Source: an optimization exercise on an open RTL-to-GDS flow (aim: small area and a short achievable clock period). Production flows keep margins and buffers that such runs may drop. No activity file was given, so power comes from the tool's default toggle rates.

## job 4291
==> module branch_unit, before the edit <==
module branch_unit (
   input  bru_pipe_pkg::bru_uop_t uop,
   output logic                   taken,
   output logic                   is_link,
   output logic                   is_jr
);
   localparam int xlen = bru_pipe_pkg::xlen;
   logic [xlen-1:0] n_lt_0;
   logic [xlen-1:0] n_eq_0;
   logic [15:0]     lt_1;
   logic [15:0]     eq_1;
   logic [7:0]      n_lt_2;
   logic [7:0]      n_eq_2;
   logic [3:0]      lt_3;
   logic [3:0]      eq_3;
   logic [1:0]      n_lt_4;
   logic [1:0]      n_eq_4;
   logic            ult;
   logic            eq;
   bru_bit_nlt bru_bit_nlt_i (
      .a    (uop.a),
      .b    (uop.b),
      .n_lt (n_lt_0)
   );
   bru_bit_neq bru_bit_neq_i (
      .a    (uop.a),
      .b    (uop.b),
      .n_eq (n_eq_0)
   );
   for (genvar j = 0; j < 16; j++) begin : g_l1
      bru_cmp_merge_n bru_cmp_merge_n_i (
         .n_lt_hi (n_lt_0[2*j+1]),
         .n_eq_hi (n_eq_0[2*j+1]),
         .n_lt_lo (n_lt_0[2*j]),
         .n_eq_lo (n_eq_0[2*j]),
         .lt      (lt_1[j]),
         .eq      (eq_1[j])
      );
   end
   for (genvar j = 0; j < 8; j++) begin : g_l2
      bru_cmp_merge_p bru_cmp_merge_p_i (
         .lt_hi (lt_1[2*j+1]),
         .eq_hi (eq_1[2*j+1]),
         .lt_lo (lt_1[2*j]),
         .eq_lo (eq_1[2*j]),
         .n_lt  (n_lt_2[j]),
         .n_eq  (n_eq_2[j])
      );
   end
   for (genvar j = 0; j < 4; j++) begin : g_l3
      bru_cmp_merge_n bru_cmp_merge_n_i (
         .n_lt_hi (n_lt_2[2*j+1]),
         .n_eq_hi (n_eq_2[2*j+1]),
         .n_lt_lo (n_lt_2[2*j]),
         .n_eq_lo (n_eq_2[2*j]),
         .lt      (lt_3[j]),
         .eq      (eq_3[j])
      );
   end
   for (genvar j = 0; j < 2; j++) begin : g_l4
      bru_cmp_merge_p bru_cmp_merge_p_i (
         .lt_hi (lt_3[2*j+1]),
         .eq_hi (eq_3[2*j+1]),
         .lt_lo (lt_3[2*j]),
         .eq_lo (eq_3[2*j]),
         .n_lt  (n_lt_4[j]),
         .n_eq  (n_eq_4[j])
      );
   end
   bru_cmp_merge_n bru_cmp_merge_n_top (
      .n_lt_hi (n_lt_4[1]),
      .n_eq_hi (n_eq_4[1]),
      .n_lt_lo (n_lt_4[0]),
      .n_eq_lo (n_eq_4[0]),
      .lt      (ult),
      .eq      (eq)
   );
   logic cond_eqz;
   logic sign_split;
   logic k_early;
   logic p_eq;
   logic p_ne;
   logic p_lt;
   logic p_ge;
   assign cond_eqz   = ~|uop.a;
   assign sign_split = ~uop.op[1] & (uop.a[xlen-1] ^ uop.b[xlen-1]);
   assign k_early = uop.valid & (uop.op[3]
                  | (~uop.op[2] & ~uop.op[1] & (uop.op[0] ^ cond_eqz))
                  | (uop.op[2] & sign_split & (uop.op[0] ^ uop.a[xlen-1])));
   assign p_eq    = uop.valid & ~uop.op[3] & ~uop.op[2] & uop.op[1] & ~uop.op[0];
   assign p_ne    = uop.valid & ~uop.op[3] & ~uop.op[2] & uop.op[1] & uop.op[0];
   assign p_lt    = uop.valid & ~uop.op[3] & uop.op[2] & ~sign_split & ~uop.op[0];
   assign p_ge    = uop.valid & ~uop.op[3] & uop.op[2] & ~sign_split & uop.op[0];
   bru_taken bru_taken_i (
      .k_early (k_early),
      .p_eq    (p_eq),
      .p_ne    (p_ne),
      .p_lt    (p_lt),
      .p_ge    (p_ge),
      .ult     (ult),
      .eq      (eq),
      .taken   (taken)
   );
   assign is_link = uop.valid & (uop.op[3:1] == 3'b100);
   assign is_jr   = uop.op == 4'b1000;
endmodule
==> module bru_taken, before the edit <==
module bru_taken (
   input  logic k_early,
   input  logic p_eq,
   input  logic p_ne,
   input  logic p_lt,
   input  logic p_ge,
   input  logic ult,
   input  logic eq,
   output logic taken
);
   assign taken = k_early
                | (p_eq & eq) | (p_ne & ~eq)
                | (p_lt & ult) | (p_ge & ~ult);
endmodule
Settings: LEC_CHECK=0, CAP_MARGIN=20, CORE_AREA=5 5 265 265, DIE_AREA=0 0 270 270, SETUP_SLACK_MARGIN=2.0, SLEW_MARGIN=20, SYNTH_HIERARCHICAL=1; clock period 5.0 ns.
standard.sh (not shown) runs the stock make flow with config.mk's settings and CLKGATE_MAP_FILE= SYNTH_SCRIPT=/design/flow/synth_recipe.tcl, a recipe that flattens the netlist after the stock synthesis.
==> flow/flow/run.sh <==
#!/bin/bash
# Standard layout, with the port buffers made from the smallest buffer cell
# instead of the resizer's default pick; every tool's output goes to a log here.
bash standard.sh 'BUFFER_PORTS_ARGS=-buffer_cell sky130_fd_sc_hd__buf_1' finish > standard_run.log 2>&1
[inputs] job 8738 vs job 4291
==> flow/design.v, changed modules only <==
module branch_unit (
   input  bru_pipe_pkg::bru_uop_t uop,
   output logic                   taken,
   output logic                   is_link,
   output logic                   is_jr
);
   localparam int xlen = bru_pipe_pkg::xlen;
   logic [xlen-1:0] n_lt_0;
   logic [xlen-1:0] n_eq_0;
   logic [15:0]     lt_1;
   logic [15:0]     eq_1;
   logic [7:0]      n_lt_2;
   logic [7:0]      n_eq_2;
   logic [3:0]      lt_3;
   logic [3:0]      eq_3;
   logic [1:0]      n_lt_4;
   logic [1:0]      n_eq_4;
   logic            ult;
   logic            eq;
   bru_bit_nlt bru_bit_nlt_i (
      .a    (uop.a),
      .b    (uop.b),
      .n_lt (n_lt_0)
   );
   bru_bit_neq bru_bit_neq_i (
      .a    (uop.a),
      .b    (uop.b),
      .n_eq (n_eq_0)
   );
   for (genvar j = 0; j < 16; j++) begin : g_l1
      bru_cmp_merge_n bru_cmp_merge_n_i (
         .n_lt_hi (n_lt_0[2*j+1]),
         .n_eq_hi (n_eq_0[2*j+1]),
         .n_lt_lo (n_lt_0[2*j]),
         .n_eq_lo (n_eq_0[2*j]),
         .lt      (lt_1[j]),
         .eq      (eq_1[j])
      );
   end
   for (genvar j = 0; j < 8; j++) begin : g_l2
      bru_cmp_merge_p bru_cmp_merge_p_i (
         .lt_hi (lt_1[2*j+1]),
         .eq_hi (eq_1[2*j+1]),
         .lt_lo (lt_1[2*j]),
         .eq_lo (eq_1[2*j]),
         .n_lt  (n_lt_2[j]),
         .n_eq  (n_eq_2[j])
      );
   end
   for (genvar j = 0; j < 4; j++) begin : g_l3
      bru_cmp_merge_n bru_cmp_merge_n_i (
         .n_lt_hi (n_lt_2[2*j+1]),
         .n_eq_hi (n_eq_2[2*j+1]),
         .n_lt_lo (n_lt_2[2*j]),
         .n_eq_lo (n_eq_2[2*j]),
         .lt      (lt_3[j]),
         .eq      (eq_3[j])
      );
   end
   for (genvar j = 0; j < 2; j++) begin : g_l4
      bru_cmp_merge_p bru_cmp_merge_p_i (
         .lt_hi (lt_3[2*j+1]),
         .eq_hi (eq_3[2*j+1]),
         .lt_lo (lt_3[2*j]),
         .eq_lo (eq_3[2*j]),
         .n_lt  (n_lt_4[j]),
         .n_eq  (n_eq_4[j])
      );
   end
   bru_cmp_merge_n bru_cmp_merge_n_top (
      .n_lt_hi (n_lt_4[1]),
      .n_eq_hi (n_eq_4[1]),
      .n_lt_lo (n_lt_4[0]),
      .n_eq_lo (n_eq_4[0]),
      .lt      (ult),
      .eq      (eq)
   );
   logic eqz;
   bru_zero32 bru_zero32_i (
      .a   (uop.a),
      .eqz (eqz)
   );
   logic sign_split;
   logic k_early;
   logic p_z;
   logic p_nz;
   logic p_eq;
   logic p_ne;
   logic p_lt;
   logic p_ge;
   assign sign_split = ~uop.op[1] & (uop.a[xlen-1] ^ uop.b[xlen-1]);
   assign k_early = uop.valid & (uop.op[3]
                  | (uop.op[2] & sign_split & (uop.op[0] ^ uop.a[xlen-1])));
   assign p_z     = uop.valid & (uop.op == 4'd0);
   assign p_nz    = uop.valid & (uop.op == 4'd1);
   assign p_eq    = uop.valid & (uop.op == 4'd2);
   assign p_ne    = uop.valid & (uop.op == 4'd3);
   assign p_lt    = uop.valid & ~uop.op[3] & uop.op[2] & ~sign_split & ~uop.op[0];
   assign p_ge    = uop.valid & ~uop.op[3] & uop.op[2] & ~sign_split & uop.op[0];
   bru_taken bru_taken_i (
      .k_early (k_early),
      .p_z     (p_z),
      .p_nz    (p_nz),
      .p_eq    (p_eq),
      .p_ne    (p_ne),
      .p_lt    (p_lt),
      .p_ge    (p_ge),
      .eqz     (eqz),
      .ult     (ult),
      .eq      (eq),
      .taken   (taken)
   );
   assign is_link = uop.valid & (uop.op[3:1] == 3'b100);
   assign is_jr   = uop.op == 4'b1000;
endmodule
module bru_taken (
   input  logic k_early,
   input  logic p_z,
   input  logic p_nz,
   input  logic p_eq,
   input  logic p_ne,
   input  logic p_lt,
   input  logic p_ge,
   input  logic eqz,
   input  logic ult,
   input  logic eq,
   output logic taken
);
   assign taken = k_early
                | (p_z & eqz) | (p_nz & ~eqz)
                | (p_eq & eq) | (p_ne & ~eq)
                | (p_lt & ult) | (p_ge & ~ult);
endmodule
module bru_zero32 (
   input  logic [bru_pipe_pkg::xlen-1:0] a,
   output logic                          eqz
);
   logic [15:0] z1;
   logic [7:0]  n2;
   logic [3:0]  z3;
   logic [1:0]  n4;
   for (genvar j = 0; j < 16; j++) begin : g_1
      bru_nor2 bru_nor2_i (.a (a[2*j]), .b (a[2*j+1]), .y (z1[j]));
   end
   for (genvar j = 0; j < 8; j++) begin : g_2
      bru_nand2 bru_nand2_i (.a (z1[2*j]), .b (z1[2*j+1]), .y (n2[j]));
   end
   for (genvar j = 0; j < 4; j++) begin : g_3
      bru_nor2 bru_nor2_i (.a (n2[2*j]), .b (n2[2*j+1]), .y (z3[j]));
   end
   for (genvar j = 0; j < 2; j++) begin : g_4
      bru_nand2 bru_nand2_i (.a (z3[2*j]), .b (z3[2*j+1]), .y (n4[j]));
   end
   bru_nor2 bru_nor2_top (.a (n4[0]), .b (n4[1]), .y (eqz));
endmodule
module bru_nor2 (
   input  logic a,
   input  logic b,
   output logic y
);
   assign y = ~(a | b);
endmodule
module bru_nand2 (
   input  logic a,
   input  logic b,
   output logic y
);
   assign y = ~(a & b);
endmodule
[summary]
Against job 4291, job 8738 comes in 6.2% lower on wire length of the first global-routing pass.
Looking at the reports, job 8738 completed the entire flow and the layout it produced met the timing, DRC and antenna checks.
Comparing job 4291 and job 8738, the higher placement-stage cell area is on job 8738.
Between job 4291 and job 8738, the difference in XOR/XNOR share of the synthesized area is negligible.
Maximum clock frequency in job 8738 is about 0.7% above job 4291.
Job 8738 vs. job 4291: power density over the cells was more or less identical; power fell 2.7%; clock-buffer cell count now smaller.
No run of this note included a check of the RTL's function; only the layout flow was run.

[port drivers added, routing unchanged]
Ports are ideal in the flow. The routed layouts listed here were re-timed in OpenROAD. Step 1, drivers: a clkbuf_16 drives clk and a buf_2 each remaining input, both assumed. Step 2 adds t to the input delays and takes it off the output delays; t is the mean of the earliest and latest rising clock arrival at the registers after step 1. Input paths then give back, and output paths get back, about the clock's delay inside the block. a / b / c = ideal ports / drivers / drivers and shift; a / b = the first two.
| run | t, ns | setup WS [ns] | latest minus earliest clock arrival (ns) |
|---|---|---|---|
| job 4291 | 0.575 | 1.827 / 1.848 / 1.272 | 0.019 / 0.019 |
| job 8738 | 0.655 | 1.851 / 1.849 / 1.195 | 0.022 / 0.021 |
After both steps every run listed still meets setup and hold. For job 8738, which loses most, drivers alone change the setup slack by -0.002 ns; drivers and shift together by -0.656 ns.
